Background: an optimization exercise with open tools, aiming at small area, a short achievable clock period and few clock cycles per item. Do not read the settings as production practice. The RTL was checked by simulation tests, not by an equivalence proof against the original design. Power is estimated from default activity; no workload was simulated.

[run.sh]
#!/bin/bash
# synth_recipe.tcl (not shown) runs the flow's synth.tcl, then flattens the netlist and writes it again
# the make line also repeats each setting of config.mk as NAME=value (left out here)
make -C /OpenROAD-flow-scripts/flow DESIGN_CONFIG=/design/flow/config.mk WORK_HOME=/design/flow/orfs CLKGATE_MAP_FILE= SYNTH_SCRIPT=/design/flow/synth_recipe.tcl finish
[config.mk]
export PLATFORM = sky130hd
export DESIGN_NAME = height_color_map_shade
export DESIGN_NICKNAME = height_color_map_shade
export VERILOG_FILES = /design/flow/design.v
export SDC_FILE = /design/flow/constraint.sdc
export NUM_CORES = 4
export LEC_CHECK = 0
export CAP_MARGIN = 20
export CORE_MARGIN = 2
export CORE_UTILIZATION = 60
export SETUP_SLACK_MARGIN = 2.6
export SLEW_MARGIN = 20
[constraint.sdc]
create_clock -name core_clock -period 5.0 [get_ports {clk_i}]
set_input_delay 1.0000 -clock core_clock [delete_from_list [all_inputs] [get_ports {clk_i}]]
set_output_delay 1.0000 -clock core_clock [all_outputs]
set_load 0.01 [all_outputs]
[design.v]
package hcms_pkg;
  localparam int unsigned ADDR_W      = 5;    
  localparam int unsigned DATA_W      = 32;
  localparam int unsigned TABLE_SLOTS = 7;
  localparam int unsigned QUOT_W      = 6;    
  localparam logic [7:0] TOP_LEVEL  = 8'd255;
  localparam logic [7:0] PINK_RED   = 8'd255;
  localparam logic [7:0] PINK_GREEN = 8'd109;
  localparam logic [7:0] PINK_BLUE  = 8'd194;
  localparam logic [2:0] REG_ENTRY_COUNT = 3'd0;
endpackage
module hcms_regs #(
  parameter int unsigned MAX_ENTRIES = 7
) (
  input  logic                                        clk_i,
  input  logic                                        rst_ni,
  input  logic                                        psel,
  input  logic                                        penable,
  input  logic                                        pwrite,
  input  logic [hcms_pkg::ADDR_W-1:0]                 paddr,
  input  logic [hcms_pkg::DATA_W-1:0]                 pwdata,
  output logic [hcms_pkg::DATA_W-1:0]                 prdata,
  output logic [2:0]                                  entry_count_o,
  output logic [MAX_ENTRIES-1:0][hcms_pkg::DATA_W-1:0] entries_o
);
  logic [2:0]                                   count_q;
  logic [MAX_ENTRIES-1:0][hcms_pkg::DATA_W-1:0] entry_q;
  logic [2:0]                                   reg_idx;
  logic [MAX_ENTRIES:0]                         wr_q;
  logic [hcms_pkg::DATA_W-1:0]                  rd_d;
  logic [hcms_pkg::DATA_W-1:0]                  rd_q;
  assign reg_idx = paddr[hcms_pkg::ADDR_W-1:2];
  always_ff @(posedge clk_i or negedge rst_ni) begin
    if (!rst_ni) begin
      wr_q <= '0;
    end else begin
      for (int i = 0; i <= MAX_ENTRIES; i++) begin
        wr_q[i] <= psel & ~penable & pwrite & (reg_idx == 3'(i));
      end
    end
  end
  always_ff @(posedge clk_i or negedge rst_ni) begin
    if (!rst_ni) begin
      count_q <= '0;
      entry_q <= '0;
    end else begin
      if (wr_q[0]) begin
        count_q <= pwdata[2:0];
      end
      for (int i = 0; i < MAX_ENTRIES; i++) begin
        if (wr_q[i+1]) begin
          entry_q[i] <= pwdata;
        end
      end
    end
  end
  always_comb begin
    rd_d = {{(hcms_pkg::DATA_W-3){1'b0}}, count_q};
    for (int i = 0; i < MAX_ENTRIES; i++) begin
      if (reg_idx == 3'(i + 1)) begin
        rd_d = entry_q[i];
      end
    end
  end
  always_ff @(posedge clk_i) begin
    rd_q <= rd_d;
  end
  assign prdata = rd_q;
  assign entry_count_o = count_q;
  assign entries_o     = entry_q;
endmodule
module hcms_scan #(
  parameter int unsigned MAX_ENTRIES = 7
) (
  input  logic [2:0]                                   entry_count_i,
  input  logic [MAX_ENTRIES-1:0][hcms_pkg::DATA_W-1:0] entries_i,
  input  logic [7:0]                                   lvl_i,
  output logic [MAX_ENTRIES-1:0]                       sel_o
);
  logic [MAX_ENTRIES-1:0] ok;
  logic [MAX_ENTRIES:0]   pass;
  always_comb begin
    for (int i = 0; i < MAX_ENTRIES; i++) begin
      ok[i] = (3'(i) < entry_count_i) & (lvl_i >= entries_i[i][31:24]);
    end
    pass[0] = 1'b1;
    for (int i = 0; i < MAX_ENTRIES; i++) begin
      pass[i+1] = pass[i] & ok[i];
    end
    for (int i = 0; i < MAX_ENTRIES - 1; i++) begin
      sel_o[i] = pass[i+1] & ~ok[i+1];
    end
    sel_o[MAX_ENTRIES-1] = pass[MAX_ENTRIES];
  end
endmodule
module hcms_span #(
  parameter int unsigned MAX_ENTRIES = 7
) (
  input  logic [2:0]                                   entry_count_i,
  input  logic [MAX_ENTRIES-1:0][hcms_pkg::DATA_W-1:0] entries_i,
  input  logic [7:0]                                   lvl_i,
  input  logic [MAX_ENTRIES-1:0]                       sel_i,
  output logic [2:0]                                   k_o,
  output logic [7:0]                                   a_o,
  output logic [7:0]                                   d_o
);
  logic [MAX_ENTRIES-1:0][7:0] nxt;
  logic [7:0]                  h_k;
  logic [7:0]                  next;
  logic [7:0]                  span;
  always_comb begin
    for (int i = 0; i < MAX_ENTRIES - 1; i++) begin
      nxt[i] = (3'(i + 1) < entry_count_i) ? entries_i[i+1][31:24] : hcms_pkg::TOP_LEVEL;
    end
    nxt[MAX_ENTRIES-1] = hcms_pkg::TOP_LEVEL;
  end
  always_comb begin
    h_k  = '0;
    next = '0;
    k_o  = {3{~|sel_i}};
    for (int i = 0; i < MAX_ENTRIES; i++) begin
      h_k  = h_k  | ({8{sel_i[i]}} & entries_i[i][31:24]);
      next = next | ({8{sel_i[i]}} & nxt[i]);
      k_o  = k_o  | ({3{sel_i[i]}} & 3'(i));
    end
  end
  assign a_o  = next - lvl_i;
  assign span = next - h_k;
  assign d_o  = {span[7:1], span[0] | (&h_k)};
endmodule
module hcms_num (
  input  logic [7:0] a_i,
  output logic [7:0] r_o,
  output logic [5:1] n_o
);
  logic [12:0] m;
  assign m   = (13'(a_i) << 4) + (13'(a_i) << 3) + 13'(a_i);
  assign r_o = m[12:5];
  assign n_o = m[4:0];
endmodule
module hcms_div (
  input  logic [7:0] r_i,
  input  logic       n_i,
  input  logic [7:0] d_i,
  output logic [7:0] r_o,
  output logic       q_o
);
  logic [8:0] t;
  logic [8:0] diff;
  assign t    = {r_i, n_i};
  assign diff = t - {1'b0, d_i};
  assign q_o  = ~diff[8];
  assign r_o  = diff[8] ? t[7:0] : diff[7:0];
endmodule
module height_color_map_shade #(
  parameter int unsigned MAX_ENTRIES = 7
) (
  input  logic              clk_i,
  input  logic              rst_ni,
  input  logic              start,
  output logic              busy,
  input  logic [7:0]        height_level_i,
  output logic              result_valid_o,
  output logic [7:0]        red_o,
  output logic [7:0]        green_o,
  output logic [7:0]        blue_o,
  output logic              table_hit_o,
  input  logic              psel,
  input  logic              penable,
  input  logic              pwrite,
  input  logic [hcms_pkg::ADDR_W-1:0] paddr,
  input  logic [hcms_pkg::DATA_W-1:0] pwdata,
  output logic [hcms_pkg::DATA_W-1:0] prdata,
  output logic              pready
);
  localparam int unsigned QW = hcms_pkg::QUOT_W;
  localparam int unsigned SL = QW + 2;
  logic [2:0]                                   entry_count;
  logic [MAX_ENTRIES-1:0][hcms_pkg::DATA_W-1:0] entries;
  logic [SL:0]                                  vld_q;
  logic [MAX_ENTRIES-1:0]                       sel_d;
  logic [MAX_ENTRIES-1:0]                       sel0_q;
  logic [7:0]                                   lvl0_q;
  logic [2:0]                                   k_d;
  logic [7:0]                                   a_d;
  logic [7:0]                                   d_d;
  logic [7:0]                                   a1_q;
  logic [SL-1:1][2:0]                           k_q;
  logic [SL-1:1][7:0]                           d_q;
  logic [SL-1:2][7:0]                           r_q;
  logic [SL-1:2][QW-1:1]                        n_q;
  logic [SL-1:3][QW-1:0]                        q_q;
  logic [7:0]                                   r_d;
  logic [QW-1:1]                                n_d;
  logic [QW-1:0][7:0]                           step_r;
  logic [QW-1:0]                                step_q;
  logic [MAX_ENTRIES-1:0]                       pick;
  logic [23:0]                                  color_d;
  logic [23:0]                                  color_q;
  logic [QW-1:0]                                dark_q;
  logic                                         miss_q;
  logic [7:0]                                   red_d, green_d, blue_d;
  logic                                         out_vld_q;
  logic [7:0]                                   out_red_q, out_green_q, out_blue_q;
  logic                                         out_hit_q;
  assign busy   = 1'b0;
  assign pready = 1'b1;
  hcms_regs #(
    .MAX_ENTRIES (MAX_ENTRIES)
  ) u_regs (
    .clk_i         (clk_i),
    .rst_ni        (rst_ni),
    .psel          (psel),
    .penable       (penable),
    .pwrite        (pwrite),
    .paddr         (paddr),
    .pwdata        (pwdata),
    .prdata        (prdata),
    .entry_count_o (entry_count),
    .entries_o     (entries)
  );
  always_ff @(posedge clk_i or negedge rst_ni) begin
    if (!rst_ni) begin
      vld_q     <= '0;
      out_vld_q <= 1'b0;
    end else begin
      vld_q     <= {vld_q[SL-1:0], start};
      out_vld_q <= vld_q[SL];
    end
  end
  hcms_scan #(
    .MAX_ENTRIES (MAX_ENTRIES)
  ) u_scan (
    .entry_count_i (entry_count),
    .entries_i     (entries),
    .lvl_i         (height_level_i),
    .sel_o         (sel_d)
  );
  hcms_span #(
    .MAX_ENTRIES (MAX_ENTRIES)
  ) u_span (
    .entry_count_i (entry_count),
    .entries_i     (entries),
    .lvl_i         (lvl0_q),
    .sel_i         (sel0_q),
    .k_o           (k_d),
    .a_o           (a_d),
    .d_o           (d_d)
  );
  hcms_num u_num (
    .a_i (a1_q),
    .r_o (r_d),
    .n_o (n_d)
  );
  for (genvar s = 0; s < QW; s++) begin : g_step
    hcms_div u_div (
      .r_i (r_q[s+2]),
      .n_i (s == QW - 1 ? 1'b0 : n_q[s+2][QW-1-s]),
      .d_i (d_q[s+2]),
      .r_o (step_r[s]),
      .q_o (step_q[s])
    );
  end
  always_comb begin
    color_d = '0;
    for (int i = 0; i < MAX_ENTRIES; i++) begin
      pick[i] = (k_q[SL-1] == 3'(i));
      color_d = color_d | ({24{pick[i]}} & entries[i][23:0]);
    end
  end
  always_ff @(posedge clk_i) begin
    lvl0_q <= height_level_i;
    sel0_q <= sel_d;
    k_q[1] <= k_d;
    a1_q   <= a_d;
    d_q[1] <= d_d;
    k_q[2] <= k_q[1];
    d_q[2] <= d_q[1];
    r_q[2] <= r_d;
    n_q[2] <= n_d;
    for (int s = 0; s < QW - 1; s++) begin
      k_q[s+3] <= k_q[s+2];
      d_q[s+3] <= d_q[s+2];
      r_q[s+3] <= step_r[s];
      n_q[s+3] <= n_q[s+2];
      q_q[s+3] <= (s == 0) ? QW'(step_q[s]) << (QW - 1) : q_q[s+2] | (QW'(step_q[s]) << (QW - 1 - s));
    end
    dark_q  <= q_q[SL-1] | QW'(step_q[QW-1]);
    color_q <= color_d;
    miss_q  <= (k_q[SL-1] == 3'd7);
  end
  always_comb begin
    logic [8:0] r9, g9, b9;
    r9 = {1'b0, color_q[23:16]} - 9'(dark_q);
    g9 = {1'b0, color_q[15:8]}  - 9'(dark_q);
    b9 = {1'b0, color_q[7:0]}   - 9'(dark_q);
    if (miss_q) begin
      red_d   = hcms_pkg::PINK_RED;
      green_d = hcms_pkg::PINK_GREEN;
      blue_d  = hcms_pkg::PINK_BLUE;
    end else begin
      red_d   = r9[8] ? 8'd0 : r9[7:0];
      green_d = g9[8] ? 8'd0 : g9[7:0];
      blue_d  = b9[8] ? 8'd0 : b9[7:0];
    end
  end
  always_ff @(posedge clk_i) begin
    out_red_q   <= red_d;
    out_green_q <= green_d;
    out_blue_q  <= blue_d;
    out_hit_q   <= ~miss_q;
  end
  assign result_valid_o = out_vld_q;
  assign red_o          = out_red_q;
  assign green_o        = out_green_q;
  assign blue_o         = out_blue_q;
  assign table_hit_o    = out_hit_q;
endmodule
==> results of run 1 <==
==> sequential cells by signal (all words and copies together), names as in the netlist <==
register and count:
lvl0_q 8, sel0_q 7, u_regs.entry_q 224, d_q 56, vld_q 9, k_q 21, a1_q 8, u_regs.wr_q 8
u_regs.rd_q 32, dark_q 6, q_q 15, u_regs.count_q 3, out_hit_q 1, r_q 48, n_q 15, out_blue_q 8
color_q 24, out_red_q 8, out_vld_q 1, miss_q 1, out_green_q 8
==> metrics by stage <==
step,instance area (um^2),utilization (%)
floorplan,23700,-
global placement,25300,65.2
detailed placement,25300,65.2
CTS,27600,71.1
global route,28000,72.0
finish,28000,72.0
==> path summary, 6_finish.rpt <==
path	start	to	slack, ns	depth (start not counted)
setup / recovery	u_regs.count_q[1]$_DFFE_PN0P_	d_q[6]$_DFF_P_	2.39	12
hold / removal	n_q[1]$_DFF_P_	n_q[6]$_DFF_P_	0.32	0
setup reg to reg	u_regs.count_q[1]$_DFFE_PN0P_	d_q[6]$_DFF_P_	2.39	12
hold reg to reg	n_q[1]$_DFF_P_	n_q[6]$_DFF_P_	0.32	0
max in group asynchronous	rst_ni	u_regs.entry_q[187]$_DFFE_PN0P_	3.32	2
min in group asynchronous	rst_ni	vld_q[5]$_DFF_PN0_	0.50	1
==> what timing repair did <==
action / in CTS / in global routing
gates cloned: 0 / 0
setup buffers: 39 / 15
setup endpoints to repair: 159 / 96
gates resized for setup: 170 / 77
hold buffers: 0 / 0
pin swaps: 38 / 47
==> power groups by stage <==
stage	Clock, uW	Sequential (uW)	Combinational (uW)
after floorplan	0	6140	5960
after global placement	0	6390	7470
after detailed placement	0	6440	7690
after CTS	3980	6400	8200
after global routing	4140	6560	9540
final	3910	6410	8640
==> kinds of logic after synthesis <==
logic type	synth area share, %
DFF	48.3
xor gates and xnor gates	2.41
other	0.0317
adders and majority gates	9.08
muxes	15.0
buffers and inverters	4.05
and+or+nand+nor	8.47
AOI/OAI and AO/OA	12.7
==> worst max-delay path: stages (launching register included) <==
cell,delay (ns)
dfrtp_2,0.52
nand3_4,0.17
buf_12,0.18
o21ai_2,0.12
and3_1,0.15
nand4_1,0.20
ha_1,0.38
nor2b_4,0.13
o21ai_1,0.11
nand2b_1,0.09
a21o_1,0.18
a21oi_2,0.15
xnor2_1,0.13
==> synth_stat cells (all sizes together) (13+ instances only) <==
master	instances
ha	148
a21o	18
buf	30
o21ai	159
dfrtp	245
dfxtp	266
mux2	225
nor2b	24
fa	15
o21a	16
a221oi	27
o2111ai	13
a22oi	42
xnor2	55
nand3	34
a21oi	73
and3	18
mux2i	70
o221ai	14
mux4	14
nand2	149
clkbuf	63
inv	154
nor2	100
nor3	38
==> layout make-up <==
cell class / instances / share of cell area [%]
Antenna cell: 1 / 0.00895
Clock buffer: 82 / 5.68
Clock inverter: 14 / 0.528
Inverter: 154 / 2.09
Multi-Input combinational cell: 1394 / 42.2
Sequential cell: 511 / 41.1
Tap cell: 518 / 2.32
Timing Repair Buffer: 192 / 6.09
==> placed cells by master (no fill, tap or decap), types with 15 or more instances in the layout <==
| cell | netlist | layout |
|---|---|---|
| dfxtp_1 | 266 | 253 |
| dfrtp_1 | 245 | 239 |
| mux2_2 | 225 | 219 |
| inv_1 | 154 | 152 |
| nand2_1 | 149 | 147 |
| o21ai_0 | 156 | 137 |
| ha_1 | 148 | 137 |
| nor2_1 | 100 | 95 |
| mux2i_1 | 70 | 70 |
| buf_4 | 2 | 68 |
| dlygate4sd2_1 | 0 | 58 |
| a21oi_1 | 73 | 57 |
| clkbuf_16 | 0 | 54 |
| xnor2_1 | 50 | 48 |
| a22oi_1 | 42 | 42 |
| nor3_1 | 38 | 37 |
| clkdlybuf4s50_1 | 0 | 36 |
| nand3_1 | 28 | 27 |
| a221oi_1 | 27 | 27 |
| a21o_1 | 18 | 18 |
| and3_1 | 18 | 17 |
| o21a_1 | 16 | 16 |
| a21oi_2 | 0 | 15 |
| clkbuf_1 | 63 | 15 |
| buf_6 | 0 | 15 |
==> metal layers <==
| layer | routed length [um] | vias to the layer above | track usage (%) |
|---|---|---|---|
| li1 | - | 7983 | - |
| met1 | 26000 | 8487 | 40.6 |
| met2 | 29800 | 650 | 51.1 |
| met3 | 4330 | 154 | 4.86 |
| met4 | 2470 | 0 | 12.9 |
| met5 | 0 | - | 0 |
==> impl_metrics.toml, run 1 <==
[finish]
drive_gt1_share_pct = 23.3
multi_input_area_mm2 = 0.0118
area_growth_pct = 17.9
nFillCells = 2825
layout.nets = 2519
fin_cells = 2866
seqCellArea_mm2 = 0.0115

[synth]
syn-mean-instance-area_um2 = 11.0
synth_top_cell_area_share_pct = 25.9
synth_area_leader_cell = "dfrtp_1"
synthCells = 2152
synth.area.top_cells = "dfrtp_1 26%, dfxtp_1 22%, mux2_2 11%"
seq_area_frac_synth_pct = 48.3
yosysWarnings = 4
netlist_area_mm2 = 0.0237
synth_seq_cells = 511
synth_edf_count = 0
synth_nets = 2366
ys.flop_type = "dfxtp_1"
async_flop_share_pct = 47.9
ys_types = 69

[outcome]
status = "complete, no violations"

[power]
swShare_pct = 35.8
p_leak_uw = 0.0126
seqPwrFrac_pct = 33.8
switchingPower_uw = 6800
p_int_uw = 12200
p_per_area_mw_per_mm2 = 679
ir_drop_v = 0.000400
total_power_uw = 19000
combPwrFrac_pct = 45.6
clockPowerShare_pct = 20.6

[floorplan]
ios = 111
die-area_mm2 = 0.0411
initial_core_util_pct = 61.1
die_h_um = 203
core_area_mm2 = 0.0388
rows = 72
chipWidth_um = 203

[global_routing]
grt-ovfl-total = 0
grt_max_degree = 129
grt_antenna_before_repair = 3
grt_pass1_vias = 17600
grt_pass1_wl_um = 98100
grt_use_total_pct = 30.9

[clock_network]
insertion_delay_ns = 0.61
cts.sinks = 511
cts_buffers = 52
cts_root_buf = "clkbuf_16"
path_clk_slew_ns = 0.06
cts_tree = "built"
cts_buffer_depth = 3
htree_levels = 2

[worst_setup_path]
cp.required_ns = 5.52
path_class = "flip-flop to flip-flop"
end_kind = "flip-flop"
crit_arrival_ns = 3.14
startpoint_type = "flip-flop"
crit_fanout = 6

[sta]
hold_viol_final = 0
post-route-min-period_ns = 2.61
tightest_slew_ns = 0.971
setup_viol = 0
clock_skew_ns = 0.0178
slew_headroom_pct = 35.3
fin_ws_ns = 2.39
fin_crit_sh_pct = 52.3
grt_setup_unrepaired = "true"
fmax_mhz = 383
finalSetupTns_ns = 0
drv_slew = 0
hold_slack_ns = 0.324

[placed_design]
hpwl_um = 41200
port-buffer-count = 106
dp.cells = 2715
globalplace.congestion = 0.927
dp_slack_ns = 1.43

[routing]
postRouteAntennaNets = 0
drtPass1Iterations = 6
drtIter0Drc = 1220
wl_per_cell_um = 21.8
drcViolationCount = 0
drt_wl_total_um = 62600
viasPerCell = 6.03
vias = 17300

[flow_run]
drv_cap = 0

[hold_path]
hp-class = "flip-flop to flip-flop"
Testbench counts, summed over its fixed seeds: cycles 17,024, items 16,384.
==> run 2: changes to the inputs <==
--- a/config.mk
+++ b/config.mk
@@ -10,3 +10,3 @@
 export CORE_UTILIZATION = 60
-export SETUP_SLACK_MARGIN = 2.6
+export SETUP_SLACK_MARGIN = 2.85
 export SLEW_MARGIN = 20
==> run 2 against run 1 <==
Hold slack lost 0.0047 ns. Clock skew grew 0.0042 ns. Largest power group unchanged. Die area is the same. Area after synthesis is the same. Critical path depth is the same. Critical path type unchanged. Cell area grew 2.8%. Final cell count grew 1.2%. Setup slack gained 0.019 ns. Synthesized cell count is the same. Register-to-register slack gained 0.02 ns. First-iteration DRC count grew 11%.
==> impl_metrics.toml, run 2 <==
[outcome]
status = "complete, no violations"

[power]
total_power_uw = 20400
p_per_area_mw_per_mm2 = 710
combPwrFrac_pct = 47.9
swShare_pct = 34.9
seqPwrFrac_pct = 31.8
p_int_uw = 13300
clockPowerShare_pct = 20.2
p_leak_uw = 0.0130
switchingPower_uw = 7130
ir_drop_v = 0.000407

[synth]
seq_area_frac_synth_pct = 48.3
netlist_area_mm2 = 0.0237
synthTopCellsByCount = "266 x dfxtp_1, 245 x dfrtp_1, 225 x mux2_2"
ys.flop_type = "dfxtp_1"
synth_area_leader_cell = "dfrtp_1"
async_flop_share_pct = 47.9
yosysWarnings = 4
yosys.area_share.simple_pct = 8.47
synth_most_common_cell = "dfxtp_1"
synth_nets = 2366
synth_top_family_by_area = "multiplexers"
ys_types = 69
syn-mean-instance-area_um2 = 11.0
yosys.area_share.adder_pct = 9.08
synth_mux_area_share_pct = 15.0
synth_top_cell_area_share_pct = 25.9
synth.area.top_cells = "dfrtp_1 26%, dfxtp_1 22%, mux2_2 11%"
synthCells = 2152
synth-compound-area-share_pct = 12.7
synth_edf_count = 0
synth_seq_cells = 511
synth-xor-area-share_pct = 2.41

[sta]
fin_ws_ns = 2.41
finalSetupTns_ns = 0
fmax_mhz = 385
tightest_slew_ns = 1.00
clock_skew_ns = 0.0220
setup_viol = 0
slew_headroom_pct = 33.3
fin_crit_sh_pct = 51.9
drv_slew = 0
post-route-min-period_ns = 2.59
hold_viol_final = 0
grt_setup_unrepaired = "true"

[finish]
largest_reg_flops = 224
drive_gt1_share_pct = 30.1
layout_common_cells = "241 x dfrtp_1, 226 x dfxtp_1, 195 x mux2_2"
top_register = "u_regs.entry_q"
final_common_cell = "dfrtp_1"
largestRegisters = "u_regs.entry_q x224, d_q x56, r_q x48"
fin_cells = 2899
nFillCells = 2688
area_growth_pct = 21.2
diodes = 0
multi_input_area_mm2 = 0.0122
design_area_mm2 = 0.0287
layout.nets = 2551
seqCellArea_mm2 = 0.0115

[clock_network]
insertion_delay_ns = 0.60
cts_buffers = 52
cts_tree = "built"
cts_root_buf = "clkbuf_16"
htree_levels = 2
path_clk_slew_ns = 0.06
cts.sinks = 511
cts_buffer_depth = 3
hold_buffers = 0

[worst_setup_path]
regToRegStartpoint = "u_regs.count_q[1]$_DFFE_PN0P_"
cp_common_cell = "o21ai_1"
endpoint = "d_q[6]$_DFF_P_"
startpoint = "u_regs.count_q[1]$_DFFE_PN0P_"
r2r_slack_ns = 2.41
crit_chain = "o21ai_4, buf_6, o21ai_1, and3_1, nand4_1, ha_1, nor2b_1, o21ai_1, nand2b_1, a21o_1, a21oi_2, xnor2_1"
rr_endpoint = "d_q[6]$_DFF_P_"
slowest_delay_ns = 0.51
crit_fanout = 7
path_class = "flip-flop to flip-flop"
cp.required_ns = 5.51
r2r_cells = 12
startpoint_type = "flip-flop"
crit_arrival_ns = 3.10
end_kind = "flip-flop"
slowest_stage = "dfrtp_2"

[routing]
postRouteAntennaNets = 0
wl_met3_um = 4540
drt_wl_total_um = 63500
vias = 17600
viasPerCell = 6.07
met2_wirelength_um = 29800
highest_layer = "met4"
wl_per_cell_um = 21.9
drtIter0Drc = 1359
wl_met1_um = 26300
drtPass1Iterations = 6
drcViolationCount = 0

[global_routing]
grt_max_degree = 140
grt-ovfl-total = 0
grt_use_total_pct = 30.8
grt_pass1_vias = 17800
grt_pass1_wl_um = 98300
grt_antenna_before_repair = 0

[floorplan]
die-area_mm2 = 0.0411
ios = 111
initial_core_util_pct = 61.1
chipWidth_um = 203
core_area_mm2 = 0.0388
rows = 72
die_h_um = 203

[flow_run]
drv_cap = 0

[placed_design]
globalplace.congestion = 0.933
dp_slack_ns = 1.42
hpwl_um = 40800
placed_area_mm2 = 0.0255
port-buffer-count = 106
dp.cells = 2708

[hold_path]
hp-class = "flip-flop to flip-flop"
==> run 2: cell count changes in the layout (fill, tap and decap cells not counted), sizes merged, moves of 2 or more <==
cell	before	now
clkinvlp	4	7
dlygate4sd2	58	0
clkdlybuf4s15	1	3
clkinv	8	10
buf	92	176
==> run 2: critical path, delay by kind of cell (launching register included) <==
family / cells / cell delay [ns]
DFF: 1 / 0.51
adders and majority gates: 1 / 0.26
xor gates and xnor gates: 1 / 0.15
AOI/OAI and AO/OA: 5 / 0.87
buffers and inverters: 1 / 0.16
and+or+nand+nor: 4 / 0.54
==> run 2: cell type report <==
cell class	count	share of cell area (%)
Clock buffer	79	5.86
Clock inverter	19	0.688
Inverter	154	2.05
Multi-Input combinational cell	1394	42.5
Sequential cell	511	40.2
Tap cell	518	2.26
Timing Repair Buffer	223	6.47
Timing Repair inverter	1	0.0174
==> run 2: power groups by stage <==
| stage | logic (uW) | clock network, uW | registers (uW) |
|---|---|---|---|
| finish | 9770 | 4130 | 6500 |
| global route | 10700 | 4370 | 6630 |
| floorplan | 6370 | 0 | 6160 |
| detailed placement | 8040 | 0 | 6490 |
| CTS | 9170 | 4180 | 6460 |
| global placement | 7830 | 0 | 6450 |
==> run 2: cell families after synthesis <==
group	count (synthesis)
xor gates and xnor gates	61
DFF	511
other	2
adders and majority gates	163
buffers and inverters	247
AOI/OAI and AO/OA	444
and+or+nand+nor	415
muxes	309
==> run 2: repair_timing <==
action | 4_1_cts | 5_1_grt
cloned | 0 | 1
setup endpoints to repair | 184 | 135
resized for setup | 403 | 111
pin swaps | 79 | 73
setup buffers | 64 | 27
==> run 2: worst min-delay path by stage <==
stage | startpoint | to | cells past startpoint
after floorplan | d_q[2]$_DFF_P_ | d_q[10]$_DFF_P_ | 0
after global placement | k_q[1]$_DFF_P_ | k_q[4]$_DFF_P_ | 0
after detailed placement | k_q[16]$_DFF_P_ | k_q[19]$_DFF_P_ | 0
after CTS | d_q[3]$_DFF_P_ | d_q[11]$_DFF_P_ | 0
after global routing | d_q[3]$_DFF_P_ | d_q[11]$_DFF_P_ | 0
final | d_q[3]$_DFF_P_ | d_q[11]$_DFF_P_ | 0
==> run 2: per-layer routing <==
metal / vias to the layer above / global-route usage (%)
met1: 8591 / 40.3
li1: 8063 / -
met2: 735 / 50.8
met4: 0 / 13.4
met3: 206 / 5.15
met5: - / 0
==> run 2: metrics by stage <==
stage               hold WS [ns]  utilization (%)
finish                     0.319             74.0
global route               0.317             74.0
CTS                        0.313             72.9
detailed placement         0.312             65.7
global placement           0.310             65.6
floorplan                  0.310                -

port drivers added, routing unchanged:
How much do the figures lean on ideal ports? The routed layouts below were timed once more, with nothing changed but the port constraints.
Step 1 assumes that a clkbuf_16 drives the clock port and a buf_2 every other input.
Step 2 also shifts input and output timing later by t, the mid clock arrival at the registers, as if the neighbouring blocks saw the same clock.
a / b / c = ideal / step 1 / step 2; a / b = the first two.
| run | t, ns | slack for setup (ns) | hold slack, ns | clock arrival spread, ns | cell pins on the clock port's net |
|---|---|---|---|---|---|
| run 1 | 0.655 | 2.386 / 2.386 / 1.993 | 0.324 / 0.324 / 0.324 | 0.020 / 0.019 | 1 |
| run 2 | 0.647 | 2.405 / 2.405 / 2.004 | 0.319 / 0.319 / 0.319 | 0.023 / 0.023 | 1 |
After both steps setup and hold are still met in every run listed. For run 2, which loses most, drivers alone change the setup slack by 0.000 ns; drivers and shift together by -0.401 ns.
